Source: an optimization exercise on an open RTL-to-GDS flow (aim: small area). Production flows keep margins and buffers that such runs may drop. Only simulation tests tie the RTL to the original design; equivalence was not proved. No activity file was given, so power comes from the tool's default toggle rates.

$ cat flow/config.mk
export PLATFORM = sky130hd
export DESIGN_NAME = hni_data_buffer
export DESIGN_NICKNAME = hni_data_buffer
export VERILOG_FILES = /design/flow/design.v
export SDC_FILE = /design/flow/constraint.sdc
export NUM_CORES = 4
export LEC_CHECK = 0
export CAP_MARGIN = 20
export CORE_MARGIN = 2
export CORE_UTILIZATION = 30
export SLEW_MARGIN = 20
$ cat flow/constraint.sdc
create_clock -name core_clock -period 7.5 [get_ports {clk}]
set_input_delay 1.5000 -clock core_clock [delete_from_list [all_inputs] [get_ports {clk}]]
set_output_delay 1.5000 -clock core_clock [all_outputs]
set_load 0.01 [all_outputs]
$ cat flow/design.v
package hni_dbf_pkg;
    localparam int CHI_DATA_W = 64;
    localparam int CHI_BE_W   = 8;
    localparam int AXI_DATA_W = 32;
    localparam int AXI_STRB_W = 4;
    localparam int LINE_BEATS = 4;
    localparam int AXID_W     = 4;
    localparam int TXNID_W    = 8;
    localparam int NODEID_W   = 7;
    localparam int AXLEN_W    = 8;
    localparam int OPCODE_W   = 4;
    localparam int MAX_IDX_W  = 3;      
    localparam logic [1:0]          RESP_SLVERR = 2'b10;
    localparam logic [OPCODE_W-1:0] OP_COMPDATA = 4'h4;
    typedef logic [LINE_BEATS-1:0] beat_mask_t;
    typedef struct packed {
        logic [NODEID_W-1:0]   tgtid;
        logic [NODEID_W-1:0]   srcid;
        logic [NODEID_W-1:0]   homenid;
        logic [TXNID_W-1:0]    txnid;
        logic [OPCODE_W-1:0]   opcode;
        logic [1:0]            resperr;
        logic [2:0]            resp;
        logic [TXNID_W-1:0]    dbid;
        logic [1:0]            ccid;
        logic [1:0]            dataid;
        logic [CHI_BE_W-1:0]   be;
        logic [CHI_DATA_W-1:0] data;
    } dat_flit_t;
    typedef struct packed {
        logic                 en;
        logic [MAX_IDX_W-1:0] idx;
        logic [AXID_W-1:0]    axid;
        logic                 wr;
        logic [1:0]           chunk;    
        logic [AXLEN_W-1:0]   axlen;
    } alloc_t;
    typedef struct packed {
        logic                en;
        logic [NODEID_W-1:0] tgtid;
        logic [TXNID_W-1:0]  txnid;
        logic [OPCODE_W-1:0] opcode;
        logic [2:0]          resp;
        logic [1:0]          resperr;
        logic [TXNID_W-1:0]  dbid;
        logic [1:0]          dataid;
    } txdat_cmd_t;
    typedef struct packed {
        logic                 valid;
        logic [MAX_IDX_W-1:0] idx;
        beat_mask_t           mask;
    } rbeat_t;
    typedef union packed {
        logic [1:0][CHI_DATA_W-1:0]            chi;
        logic [LINE_BEATS-1:0][AXI_DATA_W-1:0] axi;
    } line_t;
    typedef union packed {
        logic [1:0][CHI_BE_W-1:0]              chi;
        logic [LINE_BEATS-1:0][AXI_STRB_W-1:0] axi;
    } line_be_t;
endpackage
`timescale 1ns/1ps
module hni_data_buffer #(
    parameter int                               num_entries = 8,
    parameter logic [hni_dbf_pkg::NODEID_W-1:0] node_id     = 7'h12
) (
    input  logic                                  clk,
    input  logic                                  rst,
    input  hni_dbf_pkg::alloc_t                   alloc,
    input  logic                                  rxdat_valid,
    input  hni_dbf_pkg::dat_flit_t                rxdat_flit,
    input  logic                                  retire_valid,
    input  logic [$clog2(num_entries)-1:0]        retire_idx,
    input  logic                                  wdat_en,
    input  logic [$clog2(num_entries)-1:0]        wdat_idx,
    input  logic                                  rdat_en,
    input  logic [$clog2(num_entries)-1:0]        rdat_idx,
    input  hni_dbf_pkg::txdat_cmd_t               txdat_cmd,
    input  logic [hni_dbf_pkg::AXID_W-1:0]        rid,
    input  logic [hni_dbf_pkg::AXI_DATA_W-1:0]    rdata,
    input  logic [1:0]                            rresp,
    input  logic                                  rlast,
    input  logic                                  rvalid,
    output logic                                  rready,
    output logic [hni_dbf_pkg::AXI_DATA_W-1:0]    wdata,
    output logic [hni_dbf_pkg::AXI_STRB_W-1:0]    wstrb,
    output logic                                  wlast,
    output logic                                  wvalid,
    input  logic                                  wready,
    output logic                                  w_done,
    output hni_dbf_pkg::rbeat_t                   rbeat,
    output logic                                  txdat_valid,
    output hni_dbf_pkg::dat_flit_t                txdat_flit
);
    localparam int NE = num_entries;
    localparam int IW = $clog2(num_entries);
    localparam int DW = hni_dbf_pkg::AXI_DATA_W;
    localparam int SW = hni_dbf_pkg::AXI_STRB_W;
    localparam int NB = hni_dbf_pkg::LINE_BEATS;
    logic [NE-1:0]         wr_q;        
    logic [NE-1:0][1:0]    ccid_q;      
    logic [NE-1:0][3:0]    axid_q;      
    logic [NE-1:0]         rarm_q;      
    logic [NE-1:0][1:0]    rpos_q;      
    logic [NE-1:0]         slverr_q;    
    logic [NE-1:0]         warm_q;      
    logic [NE-1:0][1:0]    wpos_q;      
    logic [NE-1:0][1:0]    wlb_q;       
    logic [NE-1:0][NB-1:0] vld_q;       
    logic [NE-1:0][NB-1:0][DW-1:0] dat_q;
    logic [NE-1:0][NB-1:0][SW-1:0] be_q;
    logic [1:0] last_beat;
    always_comb begin
        logic [hni_dbf_pkg::AXLEN_W:0] s;
        s = {7'd0, alloc.chunk} + {1'b0, alloc.axlen};
        last_beat = (s > 9'd3) ? 2'd3 : s[1:0];
    end
    logic [NE-1:0] alloc_i, retire_i, flit_i, rdat_i, wdat_i;
    logic [IW-1:0] flit_idx;
    logic          flit_half;
    assign flit_idx  = rxdat_flit.txnid[IW-1:0];
    assign flit_half = rxdat_flit.dataid[1];
    always_comb begin
        for (int i = 0; i < NE; i++) begin
            alloc_i[i]  = alloc.en && alloc.idx[IW-1:0] == IW'(i);
            retire_i[i] = retire_valid && retire_idx == IW'(i);
            flit_i[i]   = rxdat_valid && wr_q[i] && flit_idx == IW'(i);
            rdat_i[i]   = rdat_en && rdat_idx == IW'(i);
            wdat_i[i]   = wdat_en && wdat_idx == IW'(i);
        end
    end
    logic [NE-1:0] hit;
    assign rready = |rarm_q;
    always_comb begin
        for (int i = 0; i < NE; i++)
            hit[i] = rvalid && rarm_q[i] && (rid == axid_q[i]);
    end
    always_comb begin
        rbeat = '0;
        for (int i = 0; i < NE; i++) begin
            if (hit[i]) begin
                rbeat.valid = 1'b1;
                rbeat.idx   = hni_dbf_pkg::MAX_IDX_W'(i);
                rbeat.mask  = 4'b0001 << rpos_q[i];
            end
        end
    end
    logic [NE-1:0] wsel;    
    always_comb begin
        for (int i = 0; i < NE; i++) begin
            wsel[i] = warm_q[i];
            for (int j = i + 1; j < NE; j++)
                if (warm_q[j]) wsel[i] = 1'b0;
        end
    end
    logic wacc;
    assign wvalid = |warm_q;
    always_comb begin
        wlast = 1'b0;
        for (int i = 0; i < NE; i++)
            if (wsel[i] && wpos_q[i] == wlb_q[i]) wlast = 1'b1;
    end
    assign wacc   = wvalid && wready;
    assign w_done = wacc && wlast;
    always_ff @(posedge clk) begin
        for (int i = 0; i < NE; i++) begin
            if (alloc_i[i]) begin
                ccid_q[i] <= alloc.chunk;
            end else if (retire_i[i]) begin
                ccid_q[i] <= 2'd0;
            end
            if (alloc_i[i]) begin
                axid_q[i] <= alloc.axid;
                wlb_q[i]  <= last_beat;
            end
            if (alloc_i[i]) begin
                rpos_q[i] <= alloc.chunk;
                wpos_q[i] <= alloc.chunk;
            end else begin
                if (hit[i]) rpos_q[i] <= rpos_q[i] + 2'd1;
                if (wacc && wsel[i]) wpos_q[i] <= wpos_q[i] + 2'd1;
            end
        end
    end
    always_ff @(posedge clk or posedge rst) begin
        if (rst) begin
            wr_q     <= '0;
            rarm_q   <= '0;
            slverr_q <= '0;
            warm_q   <= '0;
            vld_q    <= '0;
        end else begin
            for (int i = 0; i < NE; i++) begin
                if (alloc_i[i]) begin
                    wr_q[i] <= alloc.wr;
                end else if (retire_i[i]) begin
                    wr_q[i] <= 1'b0;
                end
                if (alloc_i[i] || retire_i[i]) begin
                    slverr_q[i] <= 1'b0;
                end else if (hit[i]) begin
                    slverr_q[i] <= (rresp == hni_dbf_pkg::RESP_SLVERR);
                end
                if (rdat_i[i]) begin
                    rarm_q[i] <= 1'b1;
                end else if (hit[i] && rlast) begin
                    rarm_q[i] <= 1'b0;
                end
                if (wdat_i[i]) begin
                    warm_q[i] <= 1'b1;
                end else if (w_done && wsel[i]) begin
                    warm_q[i] <= 1'b0;
                end
                for (int k = 0; k < NB; k++) begin
                    if (retire_i[i]) begin
                        vld_q[i][k] <= 1'b0;
                    end else if ((flit_i[i] && flit_half == k[1]) ||
                                 (hit[i] && rpos_q[i] == k[1:0])) begin
                        vld_q[i][k] <= 1'b1;
                    end
                end
            end
        end
    end
    logic [NE-1:0][NB-1:0] we_f, we_r, we_h;
    always_comb begin
        for (int i = 0; i < NE; i++) begin
            for (int k = 0; k < NB; k++) begin
                we_f[i][k] = flit_i[i] && flit_half == k[1];
                we_r[i][k] = hit[i] && rpos_q[i] == k[1:0];
                we_h[i][k] = !(we_f[i][k] || we_r[i][k]);
            end
        end
    end
    always_ff @(posedge clk) begin
        for (int i = 0; i < NE; i++) begin
            for (int k = 0; k < NB; k++) begin
                dat_q[i][k] <= ({DW{we_f[i][k]}} & rxdat_flit.data[k[0]*DW +: DW])
                             | ({DW{we_r[i][k]}} & rdata)
                             | ({DW{we_h[i][k]}} & dat_q[i][k]);
                be_q[i][k]  <= ({SW{we_f[i][k]}} & rxdat_flit.be[k[0]*SW +: SW])
                             | ({SW{we_f[i][k] && vld_q[i][k]}} & be_q[i][k])
                             | ({SW{we_h[i][k]}} & be_q[i][k]);
            end
        end
    end
    always_comb begin
        wdata = '0;
        wstrb = '0;
        for (int i = 0; i < NE; i++) begin
            for (int k = 0; k < NB; k++) begin
                if (wsel[i] && wpos_q[i] == k[1:0] && vld_q[i][k]) begin
                    wdata = wdata | dat_q[i][k];
                    wstrb = wstrb | be_q[i][k];
                end
            end
        end
    end
    logic [IW-1:0] tx_idx;
    logic          tx_half;
    assign tx_idx  = txdat_cmd.dbid[IW-1:0];
    assign tx_half = txdat_cmd.dataid[1];
    assign txdat_valid = txdat_cmd.en;
    logic [2*DW-1:0] tx_data;
    logic [1:0]      tx_ccid;
    logic            tx_slverr;
    always_comb begin
        tx_data   = '0;
        tx_ccid   = '0;
        tx_slverr = 1'b0;
        for (int i = 0; i < NE; i++) begin
            if (tx_idx == IW'(i)) begin
                tx_ccid   = ccid_q[i];
                tx_slverr = slverr_q[i];
            end
            for (int k = 0; k < NB; k++) begin
                if (tx_idx == IW'(i) && tx_half == k[1] && vld_q[i][k])
                    tx_data[k[0]*DW +: DW] = tx_data[k[0]*DW +: DW] | dat_q[i][k];
            end
        end
    end
    always_comb begin
        txdat_flit.tgtid   = txdat_cmd.tgtid;
        txdat_flit.srcid   = node_id;
        txdat_flit.homenid = (txdat_cmd.opcode == hni_dbf_pkg::OP_COMPDATA) ? node_id : '0;
        txdat_flit.txnid   = txdat_cmd.txnid;
        txdat_flit.opcode  = txdat_cmd.opcode;
        txdat_flit.resperr = tx_slverr ? hni_dbf_pkg::RESP_SLVERR : txdat_cmd.resperr;
        txdat_flit.resp    = txdat_cmd.resp;
        txdat_flit.dbid    = txdat_cmd.dbid;
        txdat_flit.ccid    = tx_ccid;
        txdat_flit.dataid  = txdat_cmd.dataid;
        txdat_flit.be      = '1;
        txdat_flit.data    = tx_data;
    end
endmodule
$ cat flow/run.sh
#!/bin/bash
# synth_recipe.tcl (not shown) runs the flow's synth.tcl, then flattens the netlist and writes it again
# the make line also repeats each setting of config.mk as NAME=value (left out here)
make -C /OpenROAD-flow-scripts/flow DESIGN_CONFIG=/design/flow/config.mk WORK_HOME=/design/flow/orfs CLKGATE_MAP_FILE= SYNTH_SCRIPT=/design/flow/synth_recipe.tcl finish
==> notes.md <==
==> per-layer routing <==
metal / part of all wire, % / vias to the layer above / wire (um)
met4: 9.9 / 62 / 41700
met3: 19 / 2629 / 78800
met1: 34 / 35300 / 144000
met5: 0.25 / - / 1070
met2: 37 / 8483 / 157000
li1: - / 28100 / -
==> through the flow <==
step                      setup slack (ns)  hold WS, ns  utilization, %  power, mW  std cells
after floorplan                       2.71        0.431               -       11.7       7830
after global placement               0.783        0.444            33.0       13.1      10300
after detailed placement             0.786        0.446            33.0       13.3      10300
after CTS                            0.713        0.456            35.3       20.8      10600
after global routing                 0.506        0.471            35.4       21.7      10600
final                                0.325        0.456            35.4       21.2      10600
==> synthesized netlist by cell type (9+ instances only) <==
library cell	number	area share, %
inv_1	86	0.50
a22o_1	311	4.2
o21ai_0	46	0.36
nand2_1	2305	13
ha_1	66	1.3
o31ai_1	9	0.11
a21oi_1	81	0.63
buf_2	51	0.40
a21o_1	41	0.48
nor3_4	11	0.28
and4_1	24	0.33
nor3_1	24	0.19
buf_4	56	0.65
dfxtp_1	1152	36
o31a_1	32	0.44
a221oi_1	155	2.1
and2_1	29	0.28
nor2b_1	29	0.28
a22oi_1	1720	20
xnor2_1	31	0.42
buf_1	117	0.68
and3_1	51	0.50
nand4b_1	9	0.12
nor2_1	146	0.85
o22ai_1	13	0.13
dfrtp_1	64	2.5
clkbuf_1	681	4.0
nor3_2	17	0.26
nor4_1	9	0.088
a211oi_1	24	0.28
edfxtp_1	96	4.5
nand3_1	79	0.61
nand4_1	90	0.88
==> layout make-up <==
class	count	area share, %
inverters	86	0.429
multi-input cells	5523	44.5
diodes	67	0.223
clock buffers	212	5.55
well taps	2821	4.69
flip-flops and latches	1312	36.6
clock inverters	50	1.06
repair buffers	567	6.99
==> state kept, by name, summed over array words and instances (netlist names) <==
signal and cells:
be_q 128, vld_q 32, rarm_q 8, axid_q 32
dat_q 1024, ccid_q 16, slverr_q 8, wlb_q 16
warm_q 8, wpos_q 16, wr_q 8, rpos_q 16
==> worst min path at each step <==
stage / startpoint / endpoint / slack, ns
final: dat_q[855]$_DFF_P_ / dat_q[855]$_DFF_P_ / 0.46
after global routing: dat_q[98]$_DFF_P_ / dat_q[98]$_DFF_P_ / 0.47
after CTS: dat_q[705]$_DFF_P_ / dat_q[705]$_DFF_P_ / 0.46
after detailed placement: dat_q[705]$_DFF_P_ / dat_q[705]$_DFF_P_ / 0.45
after global placement: dat_q[1016]$_DFF_P_ / dat_q[1016]$_DFF_P_ / 0.44
after floorplan: dat_q[259]$_DFF_P_ / dat_q[259]$_DFF_P_ / 0.43
==> critical path: stages <==
cell             delay (ns)
clkdlybuf4s50_1        0.92
and3b_1                0.48
and3b_2                1.05
buf_4                  0.44
a22oi_1                0.14
nand4_1                0.15
nand4b_1               0.31
clkdlybuf4s50_1        0.62
==> kinds of logic (layout without fill, tap and decap cells) <==
kind of cell             Yosys count  count (layout)  share of synthesized area, %
AO/OA/AOI/OAI                   2498            2498                          29.8
XOR/XNOR                          39              39                         0.531
adder cells (fa/ha/maj)           67              67                          1.32
buffers and inverters            995             915                          6.28
flip-flops                      1312            1312                          42.8
multiplexers                      16              16                         0.370
other                              2              87                        0.0117
AND/OR/NAND/NOR                 2883            2883                          18.9
==> power by group <==
| part | switching [mW] | internal, mW |
|---|---|---|
| sequential | 1.65 | 8.74 |
| combinational | 1.92 | 1.11 |
| clock | 3.34 | 4.39 |
| total | 6.91 | 14.2 |
==> out/results.tsv <==
stage	metric	value	unit
timing	Sum Neg Setup Slack	0	ns
pwr	total power divided by cell area	281	nW/um^2
global_route	vias in the first global route	67900	
route	Via Count	74600	
timing	Fmax	139	MHz
global_route	M3 GR Usage	21.2	%
clocking	cts bufs inserted	144	
route	initial DRC count	16600	
clocking	CTS clk-pin slew, worst paths	0.06	ns
die	die area	218000	um^2
clocking	clk sink count	1312	
global_route	gr busiest metal	met2	
clocking	TritonCTS clock tree	done	
cells_and_area	area of the multi-input gates	33500	um^2
die	# rows	169	
pwr	cell leakage power	31.3	nW
route	antenna viol nets, final	0	
die	Core Area	213000	um^2
setup_path	R2R depth	8	
placement	routability cong.	1.03	
clocking	CTS Hold Bufs	0	
synth	Netlist cell types	76	
clocking	clock latency on the worst-skew pair	0.90	ns
die	Die X	467	um
setup_path	CP Capture Type	output port	
synth	number of synthesized flops with an enable pin	96	
setup_path	FF-to-FF End	be_q[54]$_DFF_P_	
clocking	postcts setup bufs	0	
clocking	CTS H-tree lvls	4	
cells_and_area	most common cell after layout, fill and taps aside	nand2_1	
setup_path	CP max FO	14	
cells_and_area	Final #Nets	7933	
global_route	GRT Residual Overflow	0	
placement	PortBufs	286	
timing	final cycle utilization of the critical path	95.7	%
min_path	Hold Path Depth	2	
cells_and_area	share of cells above drive strength 1	9.01	%
die	I/O Pins	403	
global_route	initial antenna violation count	68	
setup_path	Worst Path Required	6.00	ns
timing	Worst Clk Skew	0.0504	ns
route	DRC errors left	0	
timing	Period minus WS final	7.17	ns
setup_path	CP Class	in -> out	
global_route	largest net degree at the start of global routing	79	
synth	flops & latches, synth	1312	
timing	worst rel slew slack	8.33	%
placement	DPL Wire Length	251000	um
clocking	post_cts resized	0	
route	Pre-antenna DRT Iters	14	
setup_path	R2R setup slack	3.59	ns
job	Max Cap Violations	0	
clocking	Root Driver	clkbuf_16	
cells_and_area	Fillers	21700	
cells_and_area	Area Overhead vs Synth	17.1	%
global_route	global routing usage on met1	44.0	%
synth	Most used DFF post-synth	dfxtp_1	
min_path	worst hold-check path type	reg -> reg	
setup_path	Critical path origin	txdat_cmd[3]	
die	Die Y-Extent	467	um
synth	synthesized cell area	64300	um^2
timing	final number of setup-violating endpoints	0	
setup_path	worst reg2reg startpoint	axid_q[12]$_DFFE_PP_	
synth	sequential fraction of the synthesis area	42.8	%
synth	Syn Area/Cell	8.23	um^2
global_route	GRT Total Usage	37.1	%
outcome	status	no timing/DRC/antenna violations	
route	drt wl/cell	39.7	um
global_route	M2 GR Usage	48.4	%
synth	Syn. warnings	1	
cells_and_area	post-route cell area	75300	um^2
setup_path	Setup crit start kind	input port	
die	starting density of the core	30.3	%
global_route	first-pass GRT wire length	566000	um
route	final WL	422000	um
cells_and_area	commonest non-fill, non-tap cells in the layout	nand2_1, a22oi_1, dfxtp_1	
setup_path	end of the critical path	txdat_flit[43]	
timing	Fin. Hold Viols	0	
setup_path	Arr. time, crit path	5.67	ns
timing	RSZ-0062 raised after global routing	false	
timing	fin. max-slew vios	0	
clocking	Max Root-Sink Buffers	3	
placement	placement-stage cell area	70100	um^2
timing	Worst-Margin Slew	1.38	ns
synth	Syn Inst Count	7812	
synth	FFs w/ async S/R, synth	4.88	%
pwr	peak supply drop	0.000208	V
cells_and_area	Reg area	27500	um^2
route	vias per cell	7.01	

## static timing again, ports no longer ideal
How much do the figures lean on ideal ports? The routed layout below was timed once more, with nothing changed but the port constraints. Step 1 sets driving cells, clkbuf_16 on the clock port and buf_2 on the other inputs (assumed; they add their load-dependent delay and slew). Step 2 also shifts input and output timing later by t, the mid clock arrival at the registers, as if the neighbouring blocks saw the same clock. Three values: ideal, step 1, step 2; two values: the first two.
shift t [ns]: 0.953
setup WS [ns]: 0.325 / 0.300 / 0.300
worst setup path at the end: input to output
After both steps this run still meets setup and hold. The setup slack of this run moves by -0.025 ns with the drivers and by -0.025 ns with both steps.
